What follows belongs to an exercise in optimizing a design on an open flow for small area, a short achievable clock period and few clock cycles; a production flow would make more cautious choices.
Only simulation tests tie the RTL to the original design; equivalence was not proved.
Power figures rest on the tool's default switching activity, not on a simulated workload.

<file path="flow/design.v">
`default_nettype none
package ptw_pkg;
	localparam int unsigned PHYS_ADDR_BITS_DEF = 52;
	localparam logic [1:0] OP_LOOKUP = 2'd0;
	localparam logic [1:0] OP_SET    = 2'd1;
	localparam logic [1:0] OP_READ   = 2'd2;
	localparam logic [1:0] OP_SWAP   = 2'd3;
	localparam logic [1:0] KIND_READ  = 2'd0;
	localparam logic [1:0] KIND_CAS   = 2'd1;
	localparam logic [1:0] KIND_INVAL = 2'd2;
	localparam logic [1:0] KIND_DONE  = 2'd3;
	localparam logic [3:0] ST_XLATED    = 4'd0;
	localparam logic [3:0] ST_LEAF_2M   = 4'd1;
	localparam logic [3:0] ST_LEAF_1G   = 4'd2;
	localparam logic [3:0] ST_NOT_PRES  = 4'd3;
	localparam logic [3:0] ST_RANGE     = 4'd4;
	localparam logic [3:0] ST_BAD_BASE  = 4'd5;
	localparam logic [3:0] ST_SET       = 4'd6;
	localparam logic [3:0] ST_SWAP_FAIL = 4'd7;
	localparam logic [3:0] ST_BUSY      = 4'd8;
	localparam logic [1:0] PSZ_4K = 2'd0;
	localparam logic [1:0] PSZ_2M = 2'd1;
	localparam logic [1:0] PSZ_1G = 2'd2;
	localparam logic [1:0] CFG_TABLE_BASE = 2'd0;
	localparam logic [1:0] CFG_USER_START = 2'd1;
	localparam logic [1:0] CFG_USER_END   = 2'd2;
	localparam logic [63:0] ENTRY_CLEAR = 64'h8000_0000_0000_0007;
	localparam logic [63:0] ENTRY_PS    = 64'h0000_0000_0000_0080;
	localparam logic [63:0] PAGE_4K_OFS = 64'h0000_0000_0000_0FFF;
	localparam logic [63:0] PAGE_2M_OFS = 64'h0000_0000_001F_FFFF;
	localparam logic [8:0]  IDX_MASK    = 9'h1FF;
	typedef struct packed {
		logic [1:0]  op;
		logic [63:0] vaddr;
		logic [63:0] flags;
		logic [63:0] mdata;
	} item_t;
	typedef struct packed {
		logic [1:0]  kind;
		logic [63:0] target_addr;
		logic [63:0] write_data;
		logic [63:0] expected_data;
		logic [3:0]  status;
		logic [1:0]  fault_level;
		logic [1:0]  page_size;
		logic [51:0] paddr;
		logic [63:0] leaf_entry;
		logic        last;
	} result_t;
	typedef struct packed {
		logic [1:0] count;
		result_t    r0;
		result_t    r1;
	} core_res_t;
	typedef struct packed {
		logic [51:0] table_base;
		logic [63:0] user_start;
		logic [63:0] user_end;
	} cfg_t;
	function automatic logic [63:0] entry_addr(input logic [63:0] tbl,
			input logic [63:0] va, input logic [1:0] lvl, input logic [63:0] mask);
		logic [8:0] idx;
		case (lvl)
			2'd0: idx = va[47:39];
			2'd1: idx = va[38:30];
			2'd2: idx = va[29:21];
			default: idx = va[20:12];
		endcase
		entry_addr = (tbl & mask) | {52'd0, idx & IDX_MASK, 3'd0};
	endfunction
	function automatic result_t mk_res(input logic [1:0] kind,
			input logic [63:0] target, input logic [63:0] wdata,
			input logic [63:0] expd, input logic [3:0] status,
			input logic [1:0] lvl, input logic [1:0] psize,
			input logic [51:0] phys, input logic [63:0] leaf, input logic last);
		mk_res = {kind, target, wdata, expd, status, lvl, psize, phys, leaf, last};
	endfunction
endpackage
`default_nettype wire
`default_nettype none
module page_table_walker_with_permission_update_top #(
	parameter int unsigned PHYS_ADDR_BITS = ptw_pkg::PHYS_ADDR_BITS_DEF
) (
	input  wire logic         clk,
	input  wire logic         arst_n,
	input  wire logic         s_axis_tvalid,
	output logic              s_axis_tready,
	input  wire logic [191:0] s_axis_tdata,
	input  wire logic [1:0]   s_axis_tuser,
	output logic              m_axis_tvalid,
	input  wire logic         m_axis_tready,
	output logic [319:0]      m_axis_tdata,
	output logic [1:0]        m_axis_tuser,
	output logic              m_axis_tlast,
	input  wire logic         cfg_valid,
	output logic              cfg_ready,
	input  wire logic [1:0]   cfg_index,
	input  wire logic [63:0]  cfg_data
);
	logic [51:12] base_q;
	logic [63:0]  ustart_q, uend_q;
	logic         wbase_q, wstart_q, wend_q;
	assign cfg_ready = 1'b1;
	always_ff @(posedge clk or negedge arst_n) begin
		if (!arst_n) begin
			wbase_q  <= 1'b0;
			wstart_q <= 1'b0;
			wend_q   <= 1'b0;
		end else if (cfg_valid) begin
			case (cfg_index)
				ptw_pkg::CFG_TABLE_BASE: wbase_q  <= 1'b1;
				ptw_pkg::CFG_USER_START: wstart_q <= 1'b1;
				ptw_pkg::CFG_USER_END:   wend_q   <= 1'b1;
				default: ;
			endcase
		end
	end
	always_ff @(posedge clk) begin
		if (cfg_valid) begin
			case (cfg_index)
				ptw_pkg::CFG_TABLE_BASE: base_q   <= cfg_data[51:12];
				ptw_pkg::CFG_USER_START: ustart_q <= cfg_data;
				ptw_pkg::CFG_USER_END:   uend_q   <= cfg_data;
				default: ;
			endcase
		end
	end
	logic         rd_q, sw_q, rng_q, rd;
	logic [1:0]   lvl_q;
	logic         set_q, large_q;
	logic [63:0]  va_q, fl_q, ent_q;
	logic [51:3]  tbl_q;
	logic         ov_q, pend_q;
	logic [1:0]   kind_q, rfl_q, psz_q;
	logic [3:0]   st_q;
	logic         last_q;
	logic         s_tbl_q, s_page_q, s_pglo_q, s_cas_q, s_leaf_q, s_pa_q;
	logic [1:0]   op;
	logic [63:0]  va, md;
	logic         idle, accept;
	assign op     = s_axis_tuser;
	assign va     = s_axis_tdata[63:0];
	assign md     = s_axis_tdata[191:128];
	assign rd     = rd_q && !rng_q;
	assign idle   = !rd && !sw_q;
	assign s_axis_tready = (!ov_q || m_axis_tready) && !pend_q;
	assign accept        = s_axis_tvalid && s_axis_tready;
	logic         n_ov, n_pend, n_last;
	logic [1:0]   n_kind, n_fl, n_psz;
	logic [3:0]   n_st;
	logic         n_tbl, n_page, n_cas, n_leaf, n_pa;
	logic         n_rd, n_sw, n_large;
	logic [1:0]   n_lvl;
	logic         ld_tbl;
	logic         leaf_lvl;
	logic         out_range;
	logic [8:0]   nidx;
	always_comb begin
		case (lvl_q)
			2'd0:    nidx = va_q[38:30];
			2'd1:    nidx = va_q[29:21];
			default: nidx = va_q[20:12];
		endcase
	end
	assign leaf_lvl  = (lvl_q == 2'd3) || (lvl_q == 2'd2 && md[7]);
	function automatic logic ult64(input logic [63:0] a, input logic [63:0] b);
		logic [63:0] lt, le;
		lt = ~a & b;
		le = ~a | b;
		for (int k = 0; k < 6; k++) begin
			for (int i = 0; i < 64; i++) begin
				if (i % (2 << k) == 0) begin
					lt[i] = lt[i + (1 << k)] | (le[i + (1 << k)] & lt[i]);
					le[i] = lt[i + (1 << k)] | (le[i + (1 << k)] & le[i]);
				end
			end
		end
		ult64 = lt[0];
	endfunction
	assign out_range = (wstart_q && ult64(va, ustart_q)) || !wend_q || !ult64(va, uend_q);
	always_comb begin
		n_ov    = 1'b1;
		n_pend  = 1'b0;
		n_last  = 1'b1;
		n_kind  = ptw_pkg::KIND_DONE;
		n_st    = ptw_pkg::ST_XLATED;
		n_fl    = 2'd0;
		n_psz   = ptw_pkg::PSZ_4K;
		n_tbl   = 1'b0;
		n_page  = 1'b0;
		n_cas   = 1'b0;
		n_leaf  = 1'b0;
		n_pa    = 1'b0;
		n_rd    = rd;
		n_sw    = sw_q;
		n_lvl   = lvl_q;
		n_large = large_q;
		ld_tbl  = 1'b0;
		case (op)
			ptw_pkg::OP_LOOKUP, ptw_pkg::OP_SET: begin
				if (!idle) begin
					n_st = ptw_pkg::ST_BUSY;
				end else if (op[0] && (!wbase_q || base_q == '0)) begin
					n_st = ptw_pkg::ST_BAD_BASE;
				end else begin
					n_kind = ptw_pkg::KIND_READ;
					n_tbl  = 1'b1;
					n_rd   = 1'b1;
				end
			end
			ptw_pkg::OP_READ: begin
				if (!rd) begin
					n_ov = 1'b0;
				end else if (!md[0]) begin
					n_rd   = 1'b0;
					n_st   = ptw_pkg::ST_NOT_PRES;
					n_fl   = lvl_q;
					n_leaf = 1'b1;
				end else if (lvl_q == 2'd1 && md[7]) begin
					n_rd   = 1'b0;
					n_st   = ptw_pkg::ST_LEAF_1G;
					n_fl   = 2'd1;
					n_psz  = ptw_pkg::PSZ_1G;
					n_leaf = 1'b1;
				end else if (leaf_lvl) begin
					n_rd   = 1'b0;
					n_leaf = 1'b1;
					n_fl   = lvl_q;
					n_psz  = lvl_q[0] ? ptw_pkg::PSZ_4K : ptw_pkg::PSZ_2M;
					if (set_q) begin
						n_kind  = ptw_pkg::KIND_CAS;
						n_tbl   = 1'b1;
						n_cas   = 1'b1;
						n_sw    = 1'b1;
						n_large = !lvl_q[0];
					end else if (lvl_q[0]) begin
						n_pa = 1'b1;
					end else begin
						n_st = ptw_pkg::ST_LEAF_2M;
					end
				end else begin
					n_kind = ptw_pkg::KIND_READ;
					n_tbl  = 1'b1;
					n_lvl  = lvl_q + 2'd1;
					ld_tbl = 1'b1;
				end
			end
			default: begin
				if (!sw_q) begin
					n_ov = 1'b0;
				end else begin
					n_sw  = 1'b0;
					n_psz = large_q ? ptw_pkg::PSZ_2M : ptw_pkg::PSZ_4K;
					if (md == ent_q) begin
						n_kind = ptw_pkg::KIND_INVAL;
						n_page = 1'b1;
						n_last = 1'b0;
						n_pend = 1'b1;
					end else begin
						n_st   = ptw_pkg::ST_SWAP_FAIL;
						n_fl   = large_q ? 2'd2 : 2'd3;
						n_leaf = 1'b1;
					end
				end
			end
		endcase
	end
	always_ff @(posedge clk or negedge arst_n) begin
		if (!arst_n) begin
			rd_q <= 1'b0;
			sw_q <= 1'b0;
			rng_q <= 1'b0;
		end else if (accept) begin
			rd_q <= n_rd;
			sw_q <= n_sw;
			rng_q <= idle && op == ptw_pkg::OP_SET && out_range;
		end
	end
	always_ff @(posedge clk) begin
		if (idle) fl_q <= s_axis_tdata[127:64];
	end
	always_ff @(posedge clk) begin
		if (accept) begin
			if (idle) begin
				lvl_q <= 2'd0;
				set_q <= op[0];
			end else begin
				lvl_q <= n_lvl;
			end
			large_q <= n_large;
			if (idle) va_q <= va;
			if (!sw_q) ent_q <= md;
			if (idle || ld_tbl) tbl_q <= idle ? {wbase_q ? base_q : 40'd0, va[47:39]} : {md[51:12], nidx};
		end
	end
	always_ff @(posedge clk or negedge arst_n) begin
		if (!arst_n) begin
			ov_q   <= 1'b0;
			pend_q <= 1'b0;
		end else if (accept) begin
			ov_q   <= n_ov;
			pend_q <= n_pend;
		end else if (m_axis_tready) begin
			ov_q   <= pend_q;
			pend_q <= 1'b0;
		end
	end
	always_ff @(posedge clk) begin
		if (accept) begin
			kind_q   <= n_kind;
			st_q     <= n_st;
			rfl_q    <= n_fl;
			psz_q    <= n_psz;
			last_q   <= n_last;
			s_tbl_q  <= n_tbl;
			s_page_q <= n_page;
			s_pglo_q <= n_page && !large_q;
			s_cas_q  <= n_cas;
			s_leaf_q <= n_leaf;
			s_pa_q   <= n_pa;
		end else if (pend_q && m_axis_tready) begin
			kind_q   <= ptw_pkg::KIND_DONE;
			st_q     <= ptw_pkg::ST_SET;
			rfl_q    <= large_q ? 2'd2 : 2'd3;
			last_q   <= 1'b1;
			s_page_q <= 1'b0;
			s_pglo_q <= 1'b0;
			s_leaf_q <= 1'b1;
		end
	end
	logic [63:0] target, wdata, expd, leaf;
	logic [51:0] paddr;
	always_comb begin
		target = '0;
		if (s_tbl_q && !rng_q) target[51:3] = tbl_q;
		if (s_page_q) target[63:21] = target[63:21] | va_q[63:21];
		if (s_pglo_q) target[20:12] = target[20:12] | va_q[20:12];
	end
	assign wdata = s_cas_q ? ((ent_q & ~ptw_pkg::ENTRY_CLEAR) | fl_q | (large_q ? ptw_pkg::ENTRY_PS : 64'd0)) : 64'd0;
	assign expd  = s_cas_q ? ent_q : 64'd0;
	assign leaf  = s_leaf_q ? ent_q : 64'd0;
	assign paddr = s_pa_q ? {ent_q[51:12], va_q[11:0]} : 52'd0;
	assign m_axis_tvalid = ov_q;
	assign m_axis_tuser  = kind_q | {2{rng_q}};
	assign m_axis_tlast  = last_q;
	assign m_axis_tdata  = {4'd0, leaf, paddr, psz_q, rfl_q, rng_q ? ptw_pkg::ST_RANGE : st_q, expd, wdata, target};
endmodule
`default_nettype wire
</file>
<file path="flow/flow/run.sh">
#!/bin/bash
# The standard layout (the standard.sh: standard synthesis, floorplan, power grid, placement,
# CTS, routing), with each port buffered by the smallest plain buffer (buf_1) instead of the
# buffer_ports default pick (a delay buffer, clkdlybuf4s50_1).
set -euo pipefail
export BUFFER_PORTS_ARGS="-buffer_cell sky130_fd_sc_hd__buf_1"
bash standard.sh finish > standard_flow.log 2>&1
</file>
<file path="flow/standard.sh">
#!/bin/bash
# synth_recipe.tcl (not shown) runs the flow's synth.tcl, then flattens the netlist and writes it again
# the make line also repeats each setting of config.mk as NAME=value (left out here)
make -C /OpenROAD-flow-scripts/flow DESIGN_CONFIG=/design/flow/config.mk WORK_HOME=/design/flow/orfs CLKGATE_MAP_FILE= SYNTH_SCRIPT=/design/flow/synth_recipe.tcl "${@:-finish}"
</file>
<file path="flow/config.mk">
export PLATFORM = sky130hd
export DESIGN_NAME = page_table_walker_with_permission_update_top
export DESIGN_NICKNAME = page_table_walker_with_permission_update_top
export VERILOG_FILES = /design/flow/design.v
export SDC_FILE = /design/flow/constraint.sdc
export NUM_CORES = 4
export LEC_CHECK = 0
export CAP_MARGIN = 20
export CORE_MARGIN = 2
export CORE_UTILIZATION = 60
export CTS_BUF_LIST = sky130_fd_sc_hd__clkbuf_8
export CTS_CLUSTER_DIAMETER = 50
export CTS_CLUSTER_SIZE = 16
export SETUP_SLACK_MARGIN = 3.4
export SLEW_MARGIN = 20
</file>
<file path="flow/constraint.sdc">
create_clock -name core_clock -period 6.5 [get_ports {clk}]
set_input_delay 1.3000 -clock core_clock [delete_from_list [all_inputs] [get_ports {clk}]]
set_output_delay 1.3000 -clock core_clock [all_outputs]
set_load 0.01 [all_outputs]
</file>
==> results of run 1 <==
[worst max-delay path: cells and delay by family, from the launching register on]
kind,cells,cell delay (ps)
buffers and inverters,5,620
flip-flops,1,400
AO/OA/AOI/OAI,1,230
AND/OR/NAND/NOR,1,170
[synth_stat cells (11+ instances only)]
cell type    n  area [um2]
a21oi_1     41         205
a22o_1      48         420
a31oi_1     11        68.8
and2_1     209        1310
clkbuf_1    51         191
edfxtp_1   430       12900
inv_1       76         285
maj3_1      57         571
maj3_2      37         417
nand2_1    126         473
nand2b_1    48         300
nand3_1     49         245
nor2_1      37         139
nor2b_1     49         307
nor4_1      30         188
o21a_1      63         473
o21ai_0     22         110
xor2_1      64         561
[routing by layer]
metal,vias up,routed length [um],track usage [%]
met4,22,3090,15.7
met5,-,150,0
met2,1196,34300,63.3
met1,7949,27000,53.2
met3,202,9880,13.3
li1,7081,-,-
[worst paths after layout]
kind	from	endpoint	slack [ps]
max in group asynchronous	arst_n	rng_q$_DFFE_PN0P_	5120
setup reg to reg	rng_q$_DFFE_PN0P_	tbl_q[3]$_DFFE_PP_	3530
min in group asynchronous	arst_n	rd_q$_DFFE_PN0P_	790
hold / removal	wend_q$_DFFE_PN0P_	wend_q$_DFFE_PN0P_	500
setup / recovery	s_tbl_q$_DFFE_PP_	m_axis_tdata[41]	3210
hold reg to reg	wend_q$_DFFE_PN0P_	wend_q$_DFFE_PN0P_	500
[area by class of cell]
cell class	count	area, um2
clock buffers	43	592
fillers	2367	8400
clock inverters	27	264
inverters	78	298
diodes	22	55.1
repair buffers	628	3260
flip-flops and latches	438	13100
multi-input cells	1028	7070
well taps	448	561
[power breakdown]
part / total (W) / switching [W] / internal, W
logic: 0.00220 / 0.00138 / 0.000820
registers: 0.00394 / 0.000263 / 0.00368
clock network: 0.00178 / 0.000987 / 0.000796
total: 0.00792 / 0.00263 / 0.00530
[stage by stage]
| stage | power, W | cells | cell area (um2) | util [%] |
|---|---|---|---|---|
| 2_1_floorplan | 0.00494 | 1612 | 20600 | - |
| 3_3_place_gp | 0.00569 | 2588 | 23200 | 68.9 |
| 3_5_place_dp | 0.00574 | 2588 | 23200 | 68.9 |
| 4_1_cts | 0.00778 | 2688 | 24900 | 74.2 |
| 5_1_grt | 0.00815 | 2699 | 25200 | 74.9 |
| 6_report | 0.00792 | 2712 | 25200 | 75.0 |
[sequential cells by signal (all words and copies together), names as in the netlist, 2 cells and up]
register	count
uend_q	64
st_q	4
psz_q	2
ent_q	64
kind_q	2
base_q	40
va_q	64
ustart_q	64
rfl_q	2
lvl_q	2
tbl_q	49
fl_q	64
[cells by family (layout without fill, tap and decap cells)]
family | Yosys count | count (layout)
buffers and inverters | 147 | 776
other | 2 | 30
AOI/OAI and AO/OA | 269 | 269
and+or+nand+nor | 588 | 589
adders and majority gates | 98 | 98
DFF | 438 | 438
xor gates and xnor gates | 64 | 64
[what timing repair did]
item | in CTS | in global routing
resized for setup | 143 | 59
pin swaps | 13 | 13
setup endpoints to repair | 284 | 159
cloned | 11 | 2
setup buffers | 19 | 0
[layout by cell type (no fill, tap or decap), types with 26 or more instances in the layout]
cell type and instances:
clkbuf_8 44, xor2_1 64, a21oi_1 40, nor2b_1 46, maj3_1 57, o21a_1 60, buf_6 48, edfxtp_1 430
and2_1 198, nor4_1 26, nand2b_1 47, inv_1 81, nor2_1 34, nand2_1 126, a22o_1 39, buf_1 523
maj3_2 37, nand3_1 49
==> results.txt, run 1 <==
- Status: complete, no violations
- Largest net degree at the start of global routing: 80
- Final hold vios: 0
- Total gr overflow: 0
- CTS buffer count: 39
- Setup TNS: 0 ps
- Initial antenna violation count: 28
- Compound-gate portion of the synthesized area: between 9 and 10%
- Power per standard cell area: roughly 310 nW/um2
- Worst hold path type: reg -> reg
- Post-synthesis xor/xnor area fraction: around 2.7%
- Max-Cap Viols: 0
- Mean Syn Cell Area: 12.8 um2
- Crit path DAT: roughly 2000 ps
- Total GRT Usage: 40.5%
- H-tree Lvls: 2
- Via/cell ratio: between 6 and 7
- Area grow syn2layout: 23.0%
- Period utilization: 50.7%
- Layout cells sized above 1: 11.8%
- Routed len/inst: between 20 and 30 um
- Global-route wire length before repair: just over 100000 um
- Placer Congestion: between 1 and 1.5
- Crit-path cells: nor2b_4, buf_6, buf_6, buf_16, buf_12, a22o_4, buf_6
- Post-synth EDFFs: 430
- Initial Util: between 60% and 70%
- Most used cell, CP: buf_6
- Final ANT Viol Nets: 0
- Core Rows: 67
- Worst Clk Skew: ~50 ps
- CTS tree: done
- CTS root buffer: clkbuf_8
- Number of remaining DRC errors: 0
- Critical path class: reg -> out
- Layout net count: roughly 2500
- Fmax: 0.304 GHz
- RSZ-0062 raised after global routing: true
- Post-synth ARST share: around 1.8%
- Leakage power: roughly 9 nW
- Synth cell types: 65
- Full die area: 35700 um2
- Seq/Total Area, Yosys: between 60% and 70%
- Port bufs: roughly 580
- Total number of vias: 16450
- Largest family of logic cells by synthesized area: simple AND/OR/NAND/NOR gates
- Crit path max fanout: 6
- Fin Hold WS: about 500 ps
- Skew-Pair Late Insertion Delay: around 600 ps
- Die Y: about 190 um
- Post-Syn Instances: 1606
- DR pass1 iterations: 6
- Core ar.: around 34000 um2
- Vias in the first global route: about 15000
- R2R depth: 8
- DP HPWL: approximately 55000 um
- Top-level port count: 591
- Cts hold-fix bufs: 0
- Actual slew at the worst max-slew pin: approximately 1000 ps
- Placement Setup Slack: ~2500 ps
- #FFs+latches synth: ~440
- Peak supply drop: 0.000263 V
- Starting DRT DRC Count: approximately 2300
- Crit path capture type: output port
- Rel. slew slack: between 30% and 40%
- Hold Path Stages: 1
- CP max stage cell: edfxtp_1
- Simple-Gate Fraction of Synth Area: between 10% and 20%
- Netlist Area Pre-Place: around 21000 um2
- CTS max path bufs: 3
- Yosys warning count: 1
- Ys flop type: edfxtp_1
- Post-synthesis adder-cell area fraction: 5.06%
- Die X: 189 um
- Worst EP required: ~5200 ps
- Clock transition at the registers of the reported paths: approximately 90 ps
- Worst Setup Start Kind: register
- Final Setup Violations: 0
- Clock Sink Count: around 440
- Minimum clock period: between 3000 and 4000 ps
- Final max-slew violation count: 0
- Largest stage delay, worst path: ~400 ps
- Worst setup margin: 3210 ps
- Mux share of post-synthesis cell area: 0%
- WL final: between 70000 and 80000 um
Testbench counts, summed over its fixed seeds: cycles 25,183.
==> inputs of run 2 (changes only) <==
--- a/flow/design.v
+++ b/flow/design.v
@@ -312,7 +312,7 @@
 			rfl_q    <= n_fl;
 			psz_q    <= n_psz;
 			last_q   <= n_last;
-			s_tbl_q  <= n_tbl;
+			s_tbl_q  <= n_tbl && !(idle && op == ptw_pkg::OP_SET && out_range);
 			s_page_q <= n_page;
 			s_pglo_q <= n_page && !large_q;
 			s_cas_q  <= n_cas;
@@ -332,7 +332,7 @@
 	logic [51:0] paddr;
 	always_comb begin
 		target = '0;
-		if (s_tbl_q && !rng_q) target[51:3] = tbl_q;
+		if (s_tbl_q) target[51:3] = tbl_q;
 		if (s_page_q) target[63:21] = target[63:21] | va_q[63:21];
 		if (s_pglo_q) target[20:12] = target[20:12] | va_q[20:12];
 	end
==> run 2 against run 1 <==
  * Still clean
  * Fmax is 3.2% higher
  * First-iteration DRC count down 3.5%
  * Count of clock-buffer cells in the layout decreased by 1
  * Synthesized cell count down 0.31%
  * Via count shrank 0.43%
  * Critical endpoint is now s_tbl_q$_DFFE_PP_
  * Largest power group unchanged
==> results.txt, run 2 <==
- CTS buffer count: 39
- Cts hold-fix bufs: 0
- H-tree Lvls: 2
- Period utilization: approximately half
- Clock transition at the registers of the reported paths: roughly 100 ps
- Yosys warning count: 1
- Worst Setup Start Kind: primary input
- Die Y: between 150 and 200 um
- Initial Util: 61.0%
- Crit-path cells: buf_1, nor2b_1, maj3_2, maj3_2, maj3_2, nor3_4, o21ai_1, nor4bb_1, o311a_1, nor3_1
- Worst EP required: between 6000 and 7000 ps
- Die X: about 190 um
- Final ANT Viol Nets: 0
- Placer Congestion: 0.995
- Most frequent cells in the layout: buf_1, edfxtp_1, and2_1, nand2_1, inv_1
- Final max-slew violation count: 0
- Leakage power: 8.77 nW
- Status: complete, no violations
- Crit path DAT: 3540 ps
- Post-synth EDFFs: 430
- Crit path max fanout: 5
- Placed Cells: about 2600
- DR pass1 iterations: 5
- Port bufs: around 580
- Cell accounting for the most synthesized area: edfxtp_1
- Post-synth ARST share: about 1.8%
- Largest stage delay, worst path: approximately 320 ps
- CTS root buffer: clkbuf_8
- Synth top area share: approximately 63%
- Final Setup Violations: 0
- CTS max path bufs: 3
- Vias in the first global route: ~15000
- Routed len/inst: ~27 um
- Fmax: 0.313 GHz
- Most frequent cell after synthesis: edfxtp_1
- Actual slew at the worst max-slew pin: approximately 1000 ps
- Number of remaining DRC errors: 0
- Mean Syn Cell Area: between 10 and 15 um2
- WL final: between 70000 and 80000 um
- Netlist Area Pre-Place: 20500 um2
- Core ar.: about 34000 um2
- Peak supply drop: approximately 0.00023 V
- Largest net degree at the start of global routing: 67
- Fin Hold WS: between 400 and 500 ps
- Area grow syn2layout: 20.7%
- Crit path capture type: register
- Skew-Pair Late Insertion Delay: slightly above 600 ps
- Layout net count: 2472
- Total gr overflow: 0
- Setup TNS: 0 ps
- CTS tree: done
- Max-Cap Viols: 0
- Full die area: ~36000 um2
- Worst Clk Skew: about 36 ps
- Synth cell types: slightly above 60
- Seq/Total Area, Yosys: approximately 64%
- #FFs+latches synth: roughly 440
- DP HPWL: ~55000 um
- Minimum clock period: 3190 ps
- Worst setup margin: roughly 3300 ps
- Starting DRT DRC Count: 2227
- Global-route wire length before repair: a little over 100000 um
- Most used cell, CP: maj3_2
- Synth top area cells: edfxtp_1, and2_1, maj3_1, xor2_1, o21a_1
- Commonest non-fill, non-tap cell in the layout: buf_1
- CP max stage cell: maj3_2
- Rel. slew slack: 30.4%
- Top-level port count: approximately 590
- Clock Sink Count: between 400 and 500
- Worst hold path type: reg -> reg
- Ys flop type: edfxtp_1
- Placement Setup Slack: around 2500 ps
- Non-Filler Instances: around 2700
- Critical path class: in -> reg
- Layout cells sized above 1: 8.56%
- Total GRT Usage: 39.5%
- Power per standard cell area: about 290 nW/um2
- Post-Syn Instances: 1601
- Total number of vias: ~16000
- Core Rows: 67
- RSZ-0062 raised after global routing: true
- Final hold vios: 0
- Most instantiated cells after synthesis: edfxtp_1, and2_1, nand2_1
- Via/cell ratio: just over 6
- Initial antenna violation count: 18
==> run 2: cell count changes in the layout (fill, tap and decap cells not counted), moves of 10 or more <==
| cell | previous run | this run |
|---|---|---|
| maj3_2 | 37 | 23 |
| buf_1 | 523 | 558 |
| nand2_1 | 126 | 115 |
| maj3_1 | 57 | 74 |
| buf_6 | 48 | 9 |
| nand2b_1 | 47 | 57 |
==> run 2: metal layers <==
metal / vias to the layer above / global-route usage [%] / part of all wire (%)
met2: 1121 / 64.5 / 48
li1: 7056 / - / -
met1: 7972 / 51.9 / 37
met3: 223 / 8.68 / 11
met5: - / 0 / 0.076
met4: 8 / 15.9 / 4.8
==> run 2: metrics by stage <==
step,util (%),power (W),instance area [um2]
floorplan,-,0.00462,20600
global placement,69.2,0.00524,23200
detailed placement,69.2,0.00527,23200
CTS,72.6,0.00710,24300
global route,73.6,0.00739,24700
finish,73.6,0.00718,24700
==> run 2: final cells by class <==
| type | instances | area [um2] |
|---|---|---|
| Clock buffer | 42 | 578 |
| Multi-Input combinational cell | 1026 | 7020 |
| Clock inverter | 27 | 305 |
| Antenna cell | 17 | 42.5 |
| Tap cell | 448 | 561 |
| Inverter | 79 | 312 |
| Fill cell | 2435 | 8840 |
| Sequential cell | 438 | 13100 |
| Timing Repair Buffer | 619 | 2770 |
==> run 2: critical path: cells and delay by family <==
| kind | cells | cell delay [ps] |
|---|---|---|
| buffers and inverters | 1 | 120 |
| and+or+nand+nor | 4 | 770 |
| AOI/OAI and AO/OA | 2 | 400 |
| adders and majority gates | 3 | 940 |
==> run 2: kinds of logic (layout without fill, tap and decap cells) <==
kind of cell             after synthesis  after routing  synth area share [%]
other                                  2             25                0.0367
AND/OR/NAND/NOR                      572            572                  15.5
XOR/XNOR                              64             64                  2.74
buffers and inverters                143            767                  2.77
adder cells (fa/ha/maj)              101            101                  5.04
AO/OA/AOI/OAI                        281            281                  9.88
flip-flops                           438            438                  64.1
==> run 2: where the power goes <==
part	internal [W]	total, W	switching [W]
clock	0.000861	0.00185	0.000990
combinational	0.000512	0.00155	0.00104
sequential	0.00358	0.00378	0.000199
==> run 2: path summary, 6_finish.rpt <==
path | startpoint | end | slack [ps] | cells past startpoint
worst max-delay path | s_axis_tdata[56] | s_tbl_q$_DFFE_PP_ | 3310 | 10
worst min-delay path | wend_q$_DFFE_PN0P_ | wend_q$_DFFE_PN0P_ | 490 | 1
worst max register to register | rng_q$_DFFE_PN0P_ | s_tbl_q$_DFFE_PP_ | 3530 | 9
worst min register to register | wend_q$_DFFE_PN0P_ | wend_q$_DFFE_PN0P_ | 490 | 1
max in group asynchronous | arst_n | ov_q$_DFFE_PN0P_ | 5290 | 1
min in group asynchronous | arst_n | wend_q$_DFFE_PN0P_ | 730 | 1
==> run 2: timing repair <==
action                                  in CTS  in global routing
gates cloned                                 3                  7
pin swaps                                    0                  3
setup buffers                                5                  6
gates resized for setup                     36                 46
endpoints found under the setup margin     242                127
Testbench counts of run 2, summed over its fixed seeds: cycles 25,183.
==> inputs of run 3 (changes only) <==
--- a/flow/config.mk
+++ b/flow/config.mk
@@ -11,5 +11,5 @@
 export CTS_BUF_LIST = sky130_fd_sc_hd__clkbuf_8
 export CTS_CLUSTER_DIAMETER = 50
 export CTS_CLUSTER_SIZE = 16
-export SETUP_SLACK_MARGIN = 3.4
+export SETUP_SLACK_MARGIN = 3.5
 export SLEW_MARGIN = 20
==> run 3 against run 2 <==
  * Still clean on timing, DRC and antenna
  * Count of clock-buffer cells in the layout fell by 1
  * Routed wire length is 1.4% higher
  * Fmax grew 2.8%
  * Hold slack got worse by 1.6 ps
  * Synthesized cell count unchanged
  * Sequential power is essentially flat
  * Clock skew is 17 ps lower
  * Critical endpoint is now m_axis_tdata[41]
==> results.txt, run 3 <==
- Core ar.: 33500 um2
- Cell accounting for the most synthesized area: edfxtp_1
- Final max-slew violation count: 0
- H-tree Lvls: 2
- Seq/Total Area, Yosys: between 60% and 70%
- Top-level port count: 591
- Commonest non-fill, non-tap cell in the layout: buf_1
- #FFs+latches synth: roughly 440
- Cts hold-fix bufs: 0
- Starting DRT DRC Count: about 2100
- Final ANT Viol Nets: 0
- Mean Syn Cell Area: approximately 13 um2
- DP HPWL: 54000 um
- Met3 Use GR: under 10%
- RSZ-0062 raised after global routing: true
- Post-synth ARST share: under 10%
- Clock transition at the registers of the reported paths: around 100 ps
- Worst EP required: approximately 5200 ps
- Routed len/inst: between 20 and 30 um
- DR pass1 iterations: 8
- Global-route wire length before repair: 99500 um
- Die X: 189 um
- Synth cell types: between 60 and 70
- Post-Syn Instances: between 1500 and 2000
- Die Y: between 150 and 200 um
- Layout net count: about 2500
- Area grow syn2layout: 24.1%
- Simple-Gate Fraction of Synth Area: approximately 15%
- Final hold vios: 0
- Largest net degree at the start of global routing: 81
- Crit path max fanout: 21
- Worst Clk Skew: 18.8 ps
- CTS buffer count: 39
- Full die area: approximately 36000 um2
- Util after Layout: roughly three quarters
- Most instantiated cells after synthesis: edfxtp_1, and2_1, nand2_1
- Non-Filler Instances: roughly 2700
- CP max stage cell: edfxtp_1
- Compound-gate portion of the synthesized area: a little under 10%
- Crit path DAT: between 1500 and 2000 ps
- Worst hold path type: reg -> reg
- Rel. slew slack: 31.1%
- GR peak layer: met2
- Ys flop type: edfxtp_1
- Period utilization: 47.7%
- Total GRT Usage: between 30 and 40%
- Power per standard cell area: about 280 nW/um2
- Placed Cells: around 2600
- WL final: 74300 um
- Largest stage delay, worst path: about 380 ps
- Vias in the first global route: 15097
- Crit-path cells: buf_4, clkbuf_16, a22o_4, clkbuf_2
- CTS root buffer: clkbuf_8
- Crit path capture type: output port
- Met2 Use GR: roughly three fifths
- Layout cells sized above 1: between 10% and 20%
- Via/cell ratio: slightly above 6
- Port bufs: between 500 and 600
- Post-synthesis adder-cell area fraction: approximately 5.0%
- Largest family of logic cells by synthesized area: simple AND/OR/NAND/NOR gates
- Setup TNS: 0 ps
- Post-synthesis xor/xnor area fraction: 2.74%
- Worst Setup Start Kind: register
- Placer Congestion: 1.04
- Total gr overflow: 0
- Post-synth EDFFs: 430
- CTS max path bufs: 3
- Synth top area cells: edfxtp_1, and2_1, maj3_1, xor2_1, o21a_1
- Fillers: between 2000 and 2500
- Netlist Area Pre-Place: between 20000 and 25000 um2
- Total number of vias: 16561
- Initial Util: 61.0%
- Synth top area share: between 60 and 70%
- Leakage power: between 9 and 10 nW
- Actual slew at the worst max-slew pin: slightly above 1000 ps
- Clock Sink Count: about 440
- Core Rows: 67
- Met1 Use GR: a little over half
- CTS tree: done
- Initial antenna violation count: 29
- Skew-Pair Late Insertion Delay: 590 ps
- Status: complete, no violations
- Number of remaining DRC errors: 0
- Minimum clock period: approximately 3100 ps
- Peak supply drop: 0.000241 V
- Final Setup Violations: 0
- Yosys warning count: 1
- Fmax: roughly 0.32 GHz
- Most frequent cell after synthesis: edfxtp_1
- Mux share of post-synthesis cell area: 0%
- Max-Cap Viols: 0
- Most frequent cells in the layout: buf_1, edfxtp_1, and2_1, nand2_1, inv_1
- Critical path class: reg -> out
==> run 3: timing repair <==
item                                    in CTS  in global routing
hold endpoints to repair                     0                  0
setup buffers                                8                  6
pin swaps                                    5                  8
gates cloned                                 2                 17
endpoints found under the setup margin     369                167
resized for setup                           58                192
==> run 3: area by class of cell <==
class / count / area, um2 / share of cell area, %
flip-flops and latches: 438 / 13100 / 51.6
multi-input cells: 1026 / 7290 / 28.7
repair buffers: 630 / 3220 / 12.7
clock buffers: 41 / 564 / 2.22
well taps: 448 / 561 / 2.21
inverters: 79 / 317 / 1.25
clock inverters: 28 / 273 / 1.07
diodes: 27 / 67.6 / 0.266
==> run 3: final timing paths <==
| path | from | end | slack [ps] | depth (start not counted) |
|---|---|---|---|---|
| max | s_page_q$_DFFE_PP_ | m_axis_tdata[41] | 3400 | 4 |
| min | wstart_q$_DFFE_PN0P_ | wstart_q$_DFFE_PN0P_ | 480 | 1 |
| max reg2reg | base_q[42]$_DFFE_PP_ | s_tbl_q$_DFFE_PP_ | 3690 | 7 |
| min reg2reg | wstart_q$_DFFE_PN0P_ | wstart_q$_DFFE_PN0P_ | 480 | 1 |
| max in group asynchronous | arst_n | rng_q$_DFFE_PN0P_ | 5080 | 1 |
| min in group asynchronous | arst_n | sw_q$_DFFE_PN0P_ | 840 | 1 |
==> run 3: power breakdown <==
part	switching (W)	total [W]	internal, W
sequential	0.000209	0.00379	0.00358
combinational	0.00107	0.00168	0.000609
clock	0.000987	0.00176	0.000773
total	0.00226	0.00722	0.00496
==> run 3: through the flow <==
stage | setup slack [ps] | hold slack, ps | total power, W | instance area (um2)
after floorplan | 1920 | 440 | 0.00461 | 20600
after global placement | 2640 | 454 | 0.00523 | 23200
after detailed placement | 2610 | 459 | 0.00526 | 23200
after CTS | 3440 | 482 | 0.00700 | 24400
after global routing | 3340 | 503 | 0.00744 | 25400
final | 3400 | 484 | 0.00722 | 25400
==> run 3: metal layers <==
layer / wire [um] / share of wire (%)
met2: 35600 / 48
met1: 26900 / 36
met5: 38 / 0.051
met3: 8170 / 11
met4: 3660 / 4.9
==> run 3: critical path, delay by kind of cell, from the launching register on <==
| family | cells | cell delay (ps) |
|---|---|---|
| buf+inv | 3 | 550 |
| flops | 1 | 380 |
| compound gates | 1 | 280 |
==> run 3: cell families after synthesis <==
logic type / after synthesis
and+or+nand+nor: 572
DFF: 438
AOI/OAI and AO/OA: 281
buffers and inverters: 143
adders and majority gates: 101
xor gates and xnor gates: 64
other: 2
==> inputs of run 4 (changes only) <==
--- a/flow/config.mk
+++ b/flow/config.mk
@@ -13,3 +13,4 @@
 export CTS_CLUSTER_SIZE = 16
 export SETUP_SLACK_MARGIN = 3.5
 export SLEW_MARGIN = 20
+export TNS_END_PERCENT = 5
==> run 4 against run 3 <==
  * Largest cell class unchanged
  * Via count decreased by 2.4%
  * Core utilization decreased by 2.4 points
  * Hold slack about the same
  * Die area unchanged
  * Largest power group unchanged
  * Setup slack got worse by 36 ps
  * Still clean
  * Fmax decreased by 1.1%
  * Clock power decreased by 3%
==> results.txt, run 4 <==
- Fmax: about 0.32 GHz
- Post-synth ARST share: 1.83%
- Worst setup margin: between 3000 and 4000 ps
- R2R depth: 6
- Setup TNS: 0 ps
- Worst Setup Start Kind: primary input
- Global-route wire length before repair: just under 100000 um
- Commonest non-fill, non-tap cell in the layout: buf_1
- Total number of vias: between 15000 and 20000
- Total GRT Usage: 37.4%
- Status: complete, no violations
- DR pass1 iterations: 5
- Most frequent cells in the layout: buf_1, edfxtp_1, and2_1, nand2_1, inv_1
- Max-Cap Viols: 0
- Final Setup Violations: 0
- Worst hold path type: reg -> reg
- Routed len/inst: roughly 26 um
- CTS tree: done
- RSZ-0062 raised after global routing: true
- Die Y: ~190 um
- H-tree Lvls: 2
- Placement Setup Slack: between 2000 and 2500 ps
- Actual slew at the worst max-slew pin: between 1000 and 1500 ps
- Most instantiated cells after synthesis: edfxtp_1, and2_1, nand2_1
- Synth cell types: slightly above 60
- Hold Path Stages: 1
- DP HPWL: approximately 53000 um
- Crit path max fanout: 5
- Minimum clock period: 3140 ps
- Layout net count: between 2000 and 2500
- Most frequent cell after synthesis: edfxtp_1
- Yosys warning count: 1
- Top-level port count: around 590
- Final max-slew violation count: 0
- Crit path DAT: 3600 ps
- Leakage power: ~8.7 nW
- Seq/Total Area, Yosys: roughly 64%
- Netlist Area Pre-Place: just over 20000 um2
- CTS buffer count: 39
- Synth top area cells: edfxtp_1, and2_1, maj3_1, xor2_1, o21a_1
- Post-Syn Instances: about 1600
- Via/cell ratio: ~6
- Layout cells sized above 1: under 10%
- Cell accounting for the most synthesized area: edfxtp_1
- Pwr Total: about 0.0070 W
- Die X: between 150 and 200 um
- Starting DRT DRC Count: ~2000
- Area grow syn2layout: 20.1%
- Final ANT Viol Nets: 0
- CTS root buffer: clkbuf_8
- Port bufs: slightly below 600
- Mean Syn Cell Area: roughly 13 um2
- Crit path capture type: register
- Placer Congestion: 1.03
- Worst Clk Skew: ~43 ps
- Post-synth EDFFs: 430
- Total gr overflow: 0
- Initial Util: 61.0%
- Clock Sink Count: 438
- Critical path class: in -> reg
- #FFs+latches synth: 438
- CTS max path bufs: 3
- Fillers: between 2000 and 2500
- Rel. slew slack: between 30% and 40%
- Clock transition at the registers of the reported paths: 80 ps
- Skew-Pair Late Insertion Delay: 600 ps
- Power per standard cell area: around 290 nW/um2
- Peak supply drop: approximately 0.00024 V
- Initial antenna violation count: 17
- Number of remaining DRC errors: 0
- Cts hold-fix bufs: 0
- Ys flop type: edfxtp_1
- WL final: 70000 um
- Core Rows: 67
- Full die area: approximately 36000 um2
- Worst EP required: approximately 7000 ps
- Largest net degree at the start of global routing: 77
- Final hold vios: 0
- Vias in the first global route: roughly 15000
- Core ar.: 33500 um2
- Period utilization: about 48%
- Synth top area share: roughly 63%
## run 4: cell count changes in the layout (fill, tap and decap cells not counted), sizes merged
cell	before	now
inv	88	95
clkinvlp	3	2
buf	588	595
clkbuf	83	58
clkinv	12	9
diode	27	13
bufinv	4	3
## run 4: through the flow
step | cell area (um2) | util [%] | hold WS [ps] | cells
6_report | 24600 | 73.3 | 484 | 2687
3_5_place_dp | 23200 | 69.1 | 458 | 2589
2_1_floorplan | 20500 | - | 440 | 1607
5_1_grt | 24600 | 73.3 | 498 | 2682
3_3_place_gp | 23200 | 69.1 | 458 | 2589
4_1_cts | 24100 | 71.8 | 483 | 2663
## run 4: layout make-up
cell class	instances	area [um2]	area share [%]
Tap cell	448	561	2.28
Antenna cell	13	32.5	0.132
Inverter	79	312	1.27
Multi-Input combinational cell	1026	7090	28.8
Clock buffer	39	537	2.18
Sequential cell	438	13100	53.3
Timing Repair Buffer	614	2690	10.9
Clock inverter	30	259	1.05
## run 4: power by group
part | switching [W] | total, W | leakage, nW | internal (W)
Combinational | 0.00101 | 0.00152 | 4.11 | 0.000515
Sequential | 0.000211 | 0.00379 | 4.17 | 0.00358
Clock | 0.000993 | 0.00171 | 0.440 | 0.000714
## run 4: path summary, 6_finish.rpt
path                       slack, ps               endpoint            startpoint
hold / removal                   480   wstart_q$_DFFE_PN0P_  wstart_q$_DFFE_PN0P_
setup reg to reg                3460  st_q[3]$_SDFFCE_PN0P_     rng_q$_DFFE_PN0P_
max in group asynchronous       5350     pend_q$_DFFE_PN0P_                arst_n
min in group asynchronous        700    wbase_q$_DFFE_PN0P_                arst_n
hold reg to reg                  480   wstart_q$_DFFE_PN0P_  wstart_q$_DFFE_PN0P_
setup / recovery                3360      rng_q$_DFFE_PN0P_       s_axis_tdata[4]
## run 4: cells by family (layout without fill, tap and decap cells)
family                     Yosys count  after routing  share of synthesized area, %
adders and majority gates          101            101                          5.04
buffers and inverters              143            762                          2.77
DFF                                438            438                          64.1
and+or+nand+nor                    572            572                          15.5
AOI/OAI and AO/OA                  281            281                          9.88
xor gates and xnor gates            64             64                          2.74
other                                2             21                        0.0367
## run 4: timing repair
action | 4_1_cts | 5_1_grt
gates resized for setup | 20 | 83
gates cloned | 0 | 6
setup buffers | 5 | 5
pin swaps | 3 | 19
setup endpoints to repair | 297 | 304
## run 4: worst max-delay path, cell delays in order
cell and delay (ps):
buf_8 90, nor2b_4 40, maj3_2 290, maj3_2 310
a221oi_4 250, o41ai_4 140, a211o_1 350, nor4bb_4 170
o311a_1 410, o31a_1 250
## run 4: per-layer routing
metal / share of wire [%] / wire, um / track usage [%]
met1: 37 / 25800 / 50.4
met2: 48 / 33500 / 60.8
met3: 11 / 7770 / 7.79
met4: 4.1 / 2860 / 13.6
met5: 0.12 / 81 / 0
==> inputs of run 5 (changes only) <==
--- a/flow/config.mk
+++ b/flow/config.mk
@@ -11,6 +11,6 @@
 export CTS_BUF_LIST = sky130_fd_sc_hd__clkbuf_8
 export CTS_CLUSTER_DIAMETER = 50
 export CTS_CLUSTER_SIZE = 16
-export SETUP_SLACK_MARGIN = 3.5
+export SETUP_SLACK_MARGIN = 3.4
 export SLEW_MARGIN = 20
 export TNS_END_PERCENT = 5
==> run 5 against run 4 <==
  * Largest power group unchanged
  * Combinational power down 4%
  * Cell count down 0.30%
  * Synthesized cell count unchanged
  * Largest cell class unchanged
  * Still clean
  * Highest routed layer unchanged
==> results.txt, run 5 <==
- Placement Setup Slack: 2380 ps
- Cell accounting for the most synthesized area: edfxtp_1
- Netlist Area Pre-Place: 20500 um2
- Total number of vias: approximately 16000
- Most frequent cell after synthesis: edfxtp_1
- Mux share of post-synthesis cell area: 0%
- Post-synth EDFFs: 430
- Hold Path Stages: 1
- Placer Congestion: between 1 and 1.5
- Final max-slew violation count: 0
- Commonest non-fill, non-tap cell in the layout: buf_1
- Worst Setup Start Kind: primary input
- Fmax: ~0.32 GHz
- Setup TNS: 0 ps
- Full die area: about 36000 um2
- Layout cells sized above 1: under 10%
- #FFs+latches synth: roughly 440
- Routed len/inst: ~26 um
- Status: complete, no violations
- Synth top area share: ~63%
- Non-Filler Instances: ~2700
- Largest family of logic cells by synthesized area: simple AND/OR/NAND/NOR gates
- Die X: ~190 um
- Crit path max fanout: 5
- DR pass1 iterations: 5
- Peak supply drop: between 0.0002 and 0.00025 V
- Port bufs: about 580
- Most instantiated cells after synthesis: edfxtp_1, and2_1, nand2_1
- Synth cell types: slightly above 60
- Post-synthesis xor/xnor area fraction: 2.74%
- Total GRT Usage: ~37%
- Largest stage delay, worst path: between 300 and 400 ps
- Placed Cells: between 2000 and 3000
- Critical path class: in -> reg
- Crit path DAT: about 3500 ps
- Period utilization: roughly half
- Starting DRT DRC Count: between 1500 and 2000
- Area grow syn2layout: 18.5%
- Fin Hold WS: slightly below 500 ps
- Yosys warning count: 1
- Core ar.: 33500 um2
- R2R depth: 6
- Initial antenna violation count: 18
- Skew-Pair Late Insertion Delay: 590 ps
- Global-route wire length before repair: roughly 96000 um
- Via/cell ratio: approximately 6
- Worst setup margin: between 3000 and 4000 ps
- Cts hold-fix bufs: 0
- CTS root buffer: clkbuf_8
- Most frequent cells in the layout: buf_1, edfxtp_1, and2_1, nand2_1, inv_1
- Ys flop type: edfxtp_1
- H-tree Lvls: 2
- Post-Syn Instances: roughly 1600
- Vias in the first global route: between 10000 and 15000
- Final ANT Viol Nets: 0
- Synth top area cells: edfxtp_1, and2_1, maj3_1, xor2_1, o21a_1
- CP max stage cell: maj3_1
- Most used cell, CP: maj3_1
- Fillers: around 2500
- Rel. slew slack: 32.8%
- Layout net count: around 2500
- Compound-gate portion of the synthesized area: 9.88%
- CTS max path bufs: 3
- Final Setup Violations: 0
- CTS buffer count: 39
- Largest net degree at the start of global routing: 77
- Simple-Gate Fraction of Synth Area: between 10% and 20%
- WL final: roughly 69000 um
- Max-Cap Viols: 0
- Die Y: roughly 190 um
- Power per standard cell area: about 290 nW/um2
- Total gr overflow: 0
- Crit-path cells: clkbuf_2, nand2b_4, maj3_1, maj3_2, maj3_1, o211ai_1, a211o_1, nor4bb_4, o311a_1, nor3_2
- Seq/Total Area, Yosys: between 60 and 70%
- Initial Util: between 60 and 70%
- Minimum clock period: ~3100 ps
- Worst hold path type: reg -> reg
- Leakage power: approximately 8.6 nW
- Final hold vios: 0
- Post-synth ARST share: under 10%
- Core Rows: 67
- RSZ-0062 raised after global routing: true
- Worst Clk Skew: between 30 and 40 ps
- Worst EP required: about 6800 ps
- Util after Layout: 72.3%
- Crit path capture type: register
- Post-synthesis adder-cell area fraction: 5.04%
- CTS tree: done
- Mean Syn Cell Area: ~13 um2
- Top-level port count: a little under 600
- Actual slew at the worst max-slew pin: 1010 ps
- DP HPWL: roughly 53000 um
- Clock transition at the registers of the reported paths: ~80 ps
- Number of remaining DRC errors: 0
- Clock Sink Count: 438
## run 5: cell types whose count changed in the layout (fill, tap and decap cells not counted), sizes merged
| cell | previous run | this run |
|---|---|---|
| buf | 595 | 592 |
| clkbuf | 58 | 51 |
| diode | 13 | 15 |
## run 5: cell families (layout without fill, tap and decap cells)
logic type / Yosys count / after routing
xor gates and xnor gates: 64 / 64
buffers and inverters: 143 / 752
AOI/OAI and AO/OA: 281 / 281
DFF: 438 / 438
adders and majority gates: 101 / 101
and+or+nand+nor: 572 / 572
other: 2 / 23
## run 5: final cells by class
cell class,instances,area [um2],area share (%)
sequential,438,13100,54.1
tap,448,561,2.31
multi-input combinational,1026,7010,28.9
clock inverter,30,259,1.07
timing repair buffer,604,2430,10.0
inverter,79,312,1.28
clock buffer,39,537,2.21
antenna,15,37.5,0.155
## run 5: path summary, 6_finish.rpt
| kind | from | slack [ps] | endpoint |
|---|---|---|---|
| hold / removal | wstart_q$_DFFE_PN0P_ | 490 | wstart_q$_DFFE_PN0P_ |
| hold reg to reg | wstart_q$_DFFE_PN0P_ | 490 | wstart_q$_DFFE_PN0P_ |
| setup reg to reg | rng_q$_DFFE_PN0P_ | 3470 | st_q[3]$_SDFFCE_PN0P_ |
| min in group asynchronous | arst_n | 710 | wend_q$_DFFE_PN0P_ |
| max in group asynchronous | arst_n | 5350 | pend_q$_DFFE_PN0P_ |
| setup / recovery | s_axis_tdata[12] | 3360 | s_tbl_q$_DFFE_PP_ |
## run 5: stage by stage
stage	instance area, um2	total power (W)
detailed placement	23200	0.00525
finish	24300	0.00695
global route	24200	0.00718
CTS	24100	0.00691
global placement	23200	0.00522
floorplan	20500	0.00462
## run 5: layer usage
metal  vias up  global-route usage [%]  wire length, um
met5         -                       0               92
met4        14                    13.8             2740
met3       156                    7.79             7350
met2      1044                    60.7            33000
met1      7810                    50.3            25800
li1       7016                       -                -
## run 5: critical path, delay by kind of cell
family / cells / cell delay [ps]
adders and majority gates: 3 / 1030
AOI/OAI and AO/OA: 3 / 600
and+or+nand+nor: 3 / 420
buffers and inverters: 1 / 110
## run 5: repair_timing
action,in CTS,in global routing
pin swaps,0,10
setup buffers,5,0
endpoints found under the setup margin,220,68
cloned,0,1
hold endpoints to repair,0,0
gates resized for setup,14,39
## run 5: power breakdown
group          internal, W  switching, W  total (W)  leakage (nW)
clock network     0.000714      0.000988    0.00170         0.440
logic             0.000473      0.000985    0.00146          3.94
registers          0.00358      0.000211    0.00379          4.17
==> inputs of run 6 (changes only) <==
--- a/flow/config.mk
+++ b/flow/config.mk
@@ -11,6 +11,6 @@
 export CTS_BUF_LIST = sky130_fd_sc_hd__clkbuf_8
 export CTS_CLUSTER_DIAMETER = 50
 export CTS_CLUSTER_SIZE = 16
-export SETUP_SLACK_MARGIN = 3.4
+export SETUP_SLACK_MARGIN = 3.6
 export SLEW_MARGIN = 20
 export TNS_END_PERCENT = 5
==> run 6 against run 5 <==
  * Still clean on timing, DRC and antenna
  * First-iteration DRC count fell by 6.9%
  * Setup slack improved by 56 ps
  * Flip-flop and latch count did not move
  * Non-clock buffer count rose by 6
  * Hold slack got worse by 1.4 ps
  * Core utilization rose by 0.71 points
  * Register-to-register slack improved by 240 ps
  * Largest power group unchanged
  * Highest routed layer unchanged
==> results.txt, run 6 <==
- Cts hold-fix bufs: 0
- Placer Congestion: a little over 1
- Actual slew at the worst max-slew pin: around 1000 ps
- Minimum clock period: between 3000 and 4000 ps
- Largest net degree at the start of global routing: between 60 and 70
- Most frequent cell after synthesis: edfxtp_1
- Hold Path Stages: 1
- CTS buffer count: 39
- Worst Clk Skew: 34.7 ps
- Core ar.: around 34000 um2
- Initial Util: roughly 60%
- Most instantiated cells after synthesis: edfxtp_1, and2_1, nand2_1
- Cell accounting for the most synthesized area: edfxtp_1
- Port bufs: roughly 580
- Routed len/inst: about 26 um
- Power per standard cell area: ~290 nW/um2
- Top-level port count: 591
- Full die area: 35600 um2
- Vias in the first global route: between 10000 and 15000
- Rel. slew slack: between 30% and 40%
- Crit-path cells: buf_4, nor2b_1, maj3_2, maj3_2, a221oi_4, o41ai_4, a211o_1, nor4bb_4, o311a_1, o31a_1
- Layout net count: about 2500
- CTS max path bufs: 3
- Global-route wire length before repair: roughly 100000 um
- Synth top area share: approximately 63%
- Most used cell, CP: maj3_2
- Placed Cells: 2589
- Fmax: approximately 0.32 GHz
- Mean Syn Cell Area: approximately 13 um2
- Die Y: 189 um
- Commonest non-fill, non-tap cell in the layout: buf_1
- Seq/Total Area, Yosys: between 60% and 70%
- Final hold vios: 0
- Setup TNS: 0 ps
- Post-synth EDFFs: 430
- R2R depth: 7
- Crit path DAT: 3550 ps
- DP HPWL: roughly 53000 um
- Leakage power: around 8.7 nW
- DR pass1 iterations: 5
- Post-synth ARST share: approximately 1.8%
- Worst Setup Start Kind: primary input
- Post-Syn Instances: approximately 1600
- Crit path max fanout: 5
- CTS tree: done
- Ys flop type: edfxtp_1
- Critical path class: in -> reg
- Period utilization: approximately 47%
- Area after DPL: ~23000 um2
- Total GRT Usage: between 30% and 40%
- Most frequent cells in the layout: buf_1, edfxtp_1, and2_1, nand2_1, inv_1
- RSZ-0062 raised after global routing: true
- Crit path capture type: register
- Starting DRT DRC Count: about 1900
- Total number of vias: between 15000 and 20000
- Core Rows: 67
- Synth cell types: a little over 60
- Yosys warning count: 1
- Pwr Total: ~0.007 W
- CP max stage cell: o311a_1
- R2R Setup Slk: between 3000 and 4000 ps
- Worst hold path type: reg -> reg
- Final Setup Violations: 0
- Peak supply drop: around 0.00024 V
- Total gr overflow: 0
- Via/cell ratio: about 6
- H-tree Lvls: 2
- CTS root buffer: clkbuf_8
- Largest stage delay, worst path: approximately 410 ps
- Number of remaining DRC errors: 0
- Netlist Area Pre-Place: around 20000 um2
- Clock Sink Count: between 400 and 500
- Initial antenna violation count: 20
- Layout cells sized above 1: 8.55%
- Synth top area cells: edfxtp_1, and2_1, maj3_1, xor2_1, o21a_1
- Status: complete, no violations
- Area grow syn2layout: 19.7%
- Non-Filler Instances: around 2700
- #FFs+latches synth: between 400 and 500
- Final ANT Viol Nets: 0
- Die X: 189 um
- WL final: about 70000 um
- Skew-Pair Late Insertion Delay: between 500 and 600 ps
- Max-Cap Viols: 0
- Final max-slew violation count: 0
- Clock transition at the registers of the reported paths: approximately 90 ps
- Post-route design area: 24500 um2
- Worst EP required: between 6000 and 7000 ps
==> run 6: changes by cell type in the layout (fill, tap and decap cells not counted), sizes merged <==
cell	delta
buf	+11
clkbuf	-5
==> run 6: power by group <==
part           internal [W]  switching [W]  total [W]
combinational      0.000496       0.000994    0.00149
sequential          0.00358       0.000213    0.00379
clock              0.000714       0.000988    0.00170
total               0.00479        0.00219    0.00698
==> run 6: worst paths after layout <==
path	startpoint	endpoint
max	s_axis_tdata[4]	rng_q$_DFFE_PN0P_
min	wstart_q$_DFFE_PN0P_	wstart_q$_DFFE_PN0P_
max reg2reg	base_q[42]$_DFFE_PP_	s_tbl_q$_DFFE_PP_
min reg2reg	wstart_q$_DFFE_PN0P_	wstart_q$_DFFE_PN0P_
max in group asynchronous	arst_n	pend_q$_DFFE_PN0P_
min in group asynchronous	arst_n	wbase_q$_DFFE_PN0P_
==> run 6: what timing repair did <==
action,in CTS,in global routing
pin swaps,14,23
resized for setup,80,38
endpoints found under the setup margin,447,438
cloned,1,0
buffers inserted,8,3
==> run 6: final cells by class <==
class / count / area (um2)
multi-input combinational: 1026 / 7110
antenna: 15 / 37.5
fill: 2426 / 9040
inverter: 79 / 312
timing repair buffer: 610 / 2560
sequential: 438 / 13100
tap: 448 / 561
clock buffer: 39 / 537
clock inverter: 30 / 259
==> run 6: worst max-delay path: cells and delay by family <==
kind | cells | cell delay, ps
AO/OA/AOI/OAI | 5 | 1320
adder cells (fa/ha/maj) | 2 | 610
AND/OR/NAND/NOR | 2 | 210
buffers and inverters | 1 | 110
==> run 6: logic make-up (layout without fill, tap and decap cells) <==
| family | after synthesis | count (layout) | share of synthesized area [%] |
|---|---|---|---|
| AO/OA/AOI/OAI | 281 | 281 | 9.88 |
| AND/OR/NAND/NOR | 572 | 572 | 15.5 |
| adder cells (fa/ha/maj) | 101 | 101 | 5.04 |
| buffers and inverters | 143 | 758 | 2.77 |
| XOR/XNOR | 64 | 64 | 2.74 |
| other | 2 | 23 | 0.0367 |
| flip-flops | 438 | 438 | 64.1 |
==> run 6: through the flow <==
step	hold slack (ps)	utilization, %	setup slack, ps
after CTS	483	72.5	3490
after detailed placement	458	69.1	2380
after global placement	458	69.1	2400
after floorplan	440	-	1920
after global routing	498	73.0	3370
final	486	73.0	3420
==> run 6: routing by layer <==
metal  GRT usage, %  vias to the layer above  wire length (um)
met5              0                        -                91
met4           15.5                       14              3500
met3           9.07                      190              7900
met2           60.5                     1095             32400
met1           49.7                     7753             25400
li1               -                     7024                 -
==> inputs of run 7 (changes only) <==
--- a/flow/config.mk
+++ b/flow/config.mk
@@ -11,6 +11,6 @@
 export CTS_BUF_LIST = sky130_fd_sc_hd__clkbuf_8
 export CTS_CLUSTER_DIAMETER = 50
 export CTS_CLUSTER_SIZE = 16
-export SETUP_SLACK_MARGIN = 3.6
+export SETUP_SLACK_MARGIN = 3.8
 export SLEW_MARGIN = 20
 export TNS_END_PERCENT = 5
==> run 7 against run 6 <==
  * Core utilization rose by 0.20 points
  * First-iteration DRC count rose by 2.6%
  * Design area rose by 0.28%
  * Non-clock buffer count rose by 3
  * Via count fell by 0.22%
  * Count of clock-buffer cells in the layout did not move
  * Global-route usage did not move
  * Register-to-register slack got worse by 30 ps
  * Cell count rose by 0.22%
  * Hold slack barely moved
  * Total power rose by 0.14%
  * Largest cell class unchanged
  * Highest routed layer unchanged
==> results.txt, run 7 <==
- Most frequent cell after synthesis: edfxtp_1
- Layout cells sized above 1: 8.72%
- Die Y: around 190 um
- Crit path buf inv count: 1
- Layout net count: 2466
- Util after Layout: between 70% and 80%
- Critical path class: in -> reg
- Total gr overflow: 0
- Yosys warning count: 1
- Worst path top cell family by delay: compound AO/OA/AOI/OAI gates
- Die X: 189 um
- Leakage power: 8.70 nW
- CP max stage cell: o311a_1
- Final ANT Viol Nets: 0
- Port bufs: approximately 580
- Full die area: roughly 36000 um2
- Seq/Total Area, Yosys: ~64%
- Fmax: between 0.3 and 0.4 GHz
- Peak supply drop: between 0.0002 and 0.00025 V
- Crit path max fanout: 5
- Worst Clk Skew: between 30 and 40 ps
- Cts hold-fix bufs: 0
- CTS tree: done
- Synth top area share: approximately 63%
- Fillers: 2426
- Crit path DAT: approximately 3600 ps
- Synth top area cells: edfxtp_1, and2_1, maj3_1, xor2_1, o21a_1
- Final Setup Violations: 0
- Initial antenna violation count: 20
- Worst hold path type: reg -> reg
- Total GRT Usage: roughly 38%
- Top-level port count: ~590
- Most used cell, CP: maj3_2
- Largest stage delay, worst path: 410 ps
- CTS buffer count: 39
- Skew-Pair Late Insertion Delay: approximately 590 ps
- Power per standard cell area: ~280 nW/um2
- Starting DRT DRC Count: between 1500 and 2000
- CTS root buffer: clkbuf_8
- Vias in the first global route: between 10000 and 15000
- Max-Cap Viols: 0
- Post-Syn Instances: roughly 1600
- Initial Util: about three fifths
- Most frequent cells in the layout: buf_1, edfxtp_1, and2_1, nand2_1, inv_1
- Post-synth ARST share: around 1.8%
- Area occupied by multi-input gates: about 7000 um2
- Post-synthesis xor/xnor area fraction: approximately 2.7%
- H-tree Lvls: 2
- Post-synthesis adder-cell area fraction: ~5%
- Area after DPL: around 23000 um2
- Largest family of logic cells by synthesized area: simple AND/OR/NAND/NOR gates
- Placer Congestion: roughly 1.0
- #FFs+latches synth: around 440
- Area grow syn2layout: 20.0%
- Ys flop type: edfxtp_1
- Core ar.: ~34000 um2
- Final max-slew violation count: 0
- Actual slew at the worst max-slew pin: 1020 ps
- Period utilization: a little under half
- Final hold vios: 0
- Post-synth EDFFs: 430
- Minimum clock period: 3090 ps
- Setup TNS: 0 ps
- Register area: between 10000 and 15000 um2
- Clock transition at the registers of the reported paths: 90 ps
- Global-route wire length before repair: a little under 100000 um
- Worst EP required: approximately 7000 ps
- RSZ-0062 raised after global routing: true
- Simple-Gate Fraction of Synth Area: between 10% and 20%
- Crit-path cells: buf_4, nor2b_1, maj3_2, maj3_2, a221oi_4, o41ai_4, a211o_1, nor4bb_4, o311a_1, o31a_1
- Largest net degree at the start of global routing: 67
- Rel. slew slack: 31.7%
- Via/cell ratio: a little under 6
- Mux share of post-synthesis cell area: 0%
- Crit path capture type: register
- Netlist Area Pre-Place: a little over 20000 um2
- Number of remaining DRC errors: 0
- CTS max path bufs: 3
- Mean Syn Cell Area: around 13 um2
- DP HPWL: about 53000 um
- Routed len/inst: roughly 26 um
- Clock Sink Count: ~440
- Worst Setup Start Kind: primary input
- Status: complete, no violations
- Synth cell types: between 60 and 70
- WL final: 69600 um
- Core Rows: 67
- Total number of vias: 16040
- Cell accounting for the most synthesized area: edfxtp_1
- Commonest non-fill, non-tap cell in the layout: buf_1
- DR pass1 iterations: 6
- Compound-gate portion of the synthesized area: approximately a tenth
- Post-route design area: roughly 25000 um2
- Most instantiated cells after synthesis: edfxtp_1, and2_1, nand2_1
-- run 7: area by class of cell --
type                       count  area share [%]
antenna                       18           0.183
clock buffer                  39            2.19
clock inverter                30            1.05
inverter                      79            1.28
multi-input combinational   1026            29.0
sequential                   438            53.4
tap                          448            2.28
timing repair buffer         613            10.7
-- run 7: metrics by stage --
step	worst slack (ps)	total power (W)	hold slack, ps	instances
after detailed placement	2380	0.00525	458	2589
after CTS	3490	0.00694	483	2667
after global placement	2400	0.00522	458	2589
final	3410	0.00699	485	2691
after global routing	3370	0.00722	498	2682
after floorplan	1920	0.00462	440	1607
-- run 7: report_power, final --
| group | leakage, nW | switching [W] | total (W) | internal [W] |
|---|---|---|---|---|
| Combinational | 4.09 | 0.00100 | 0.00150 | 0.000502 |
| Sequential | 4.17 | 0.000211 | 0.00379 | 0.00358 |
| Clock | 0.440 | 0.000985 | 0.00170 | 0.000714 |
| Total | 8.70 | 0.00220 | 0.00699 | 0.00480 |
-- run 7: worst paths after layout --
path | startpoint | endpoint | slack [ps] | depth (start not counted)
min in group asynchronous | arst_n | wbase_q$_DFFE_PN0P_ | 710 | 1
setup reg to reg | base_q[42]$_DFFE_PP_ | s_tbl_q$_DFFE_PP_ | 3680 | 7
setup / recovery | s_axis_tdata[4] | rng_q$_DFFE_PN0P_ | 3410 | 10
max in group asynchronous | arst_n | pend_q$_DFFE_PN0P_ | 5340 | 1
hold reg to reg | wstart_q$_DFFE_PN0P_ | wstart_q$_DFFE_PN0P_ | 490 | 1
hold / removal | wstart_q$_DFFE_PN0P_ | wstart_q$_DFFE_PN0P_ | 490 | 1
-- run 7: logic make-up after synthesis --
| family | Yosys count |
|---|---|
| flops | 438 |
| simple gates | 572 |
| fa+ha+maj | 101 |
| compound gates | 281 |
| buf+inv | 143 |
| xor+xnor | 64 |
| other cells | 2 |
-- run 7: timing repair --
item,in CTS,in global routing
pin swaps,14,23
cloned,1,1
setup buffers,8,5
gates resized for setup,80,45
setup endpoints to repair,547,548
-- run 7: per-layer routing --
metal	vias up	track usage [%]	routed length, um
met3	183	9.07	7370
met4	14	15.5	3540
met5	-	0	92
met2	1052	60.5	32600
met1	7759	49.7	26000
li1	7032	-	-

what the ideal ports hide:
The results above use ideal ports. As a check the final layouts listed here were re-extracted and re-timed, cells and wires unchanged.
Step 1 sets driving cells, clkbuf_16 on the clock port and buf_2 on the other inputs (assumed; they add their load-dependent delay and slew).
Step 2 adds t to the input delays and takes it off the output delays; t is the mean of the earliest and latest rising clock arrival at the registers after step 1. Input paths then give back, and output paths get back, about the clock's delay inside the block.
Slacks: ideal ports / drivers / drivers and shift; pairs: ideal ports / drivers.
run | t, ns | slack for setup (ns) | hold WS [ns] | pins driven straight from the clock port
run 1 | 0.628 | 3.207 / 3.161 / 2.889 | 0.504 / 0.504 / 0.504 | 1
run 2 | 0.643 | 3.309 / 3.320 / 2.694 | 0.486 / 0.486 / 0.486 | 1
run 3 | 0.625 | 3.397 / 3.347 / 2.753 | 0.484 / 0.484 / 0.484 | 1
run 4 | 0.633 | 3.361 / 3.338 / 2.724 | 0.484 / 0.484 / 0.484 | 1
run 5 | 0.627 | 3.362 / 3.323 / 2.742 | 0.487 / 0.487 / 0.487 | 1
run 6 | 0.627 | 3.418 / 3.411 / 2.813 | 0.486 / 0.486 / 0.486 | 1
run 7 | 0.625 | 3.414 / 3.404 / 2.809 | 0.485 / 0.485 / 0.485 | 1
After both steps every run listed still meets setup and hold. The setup slack of run 3, which loses most, moves by -0.050 ns with the drivers and by -0.644 ns with both steps.
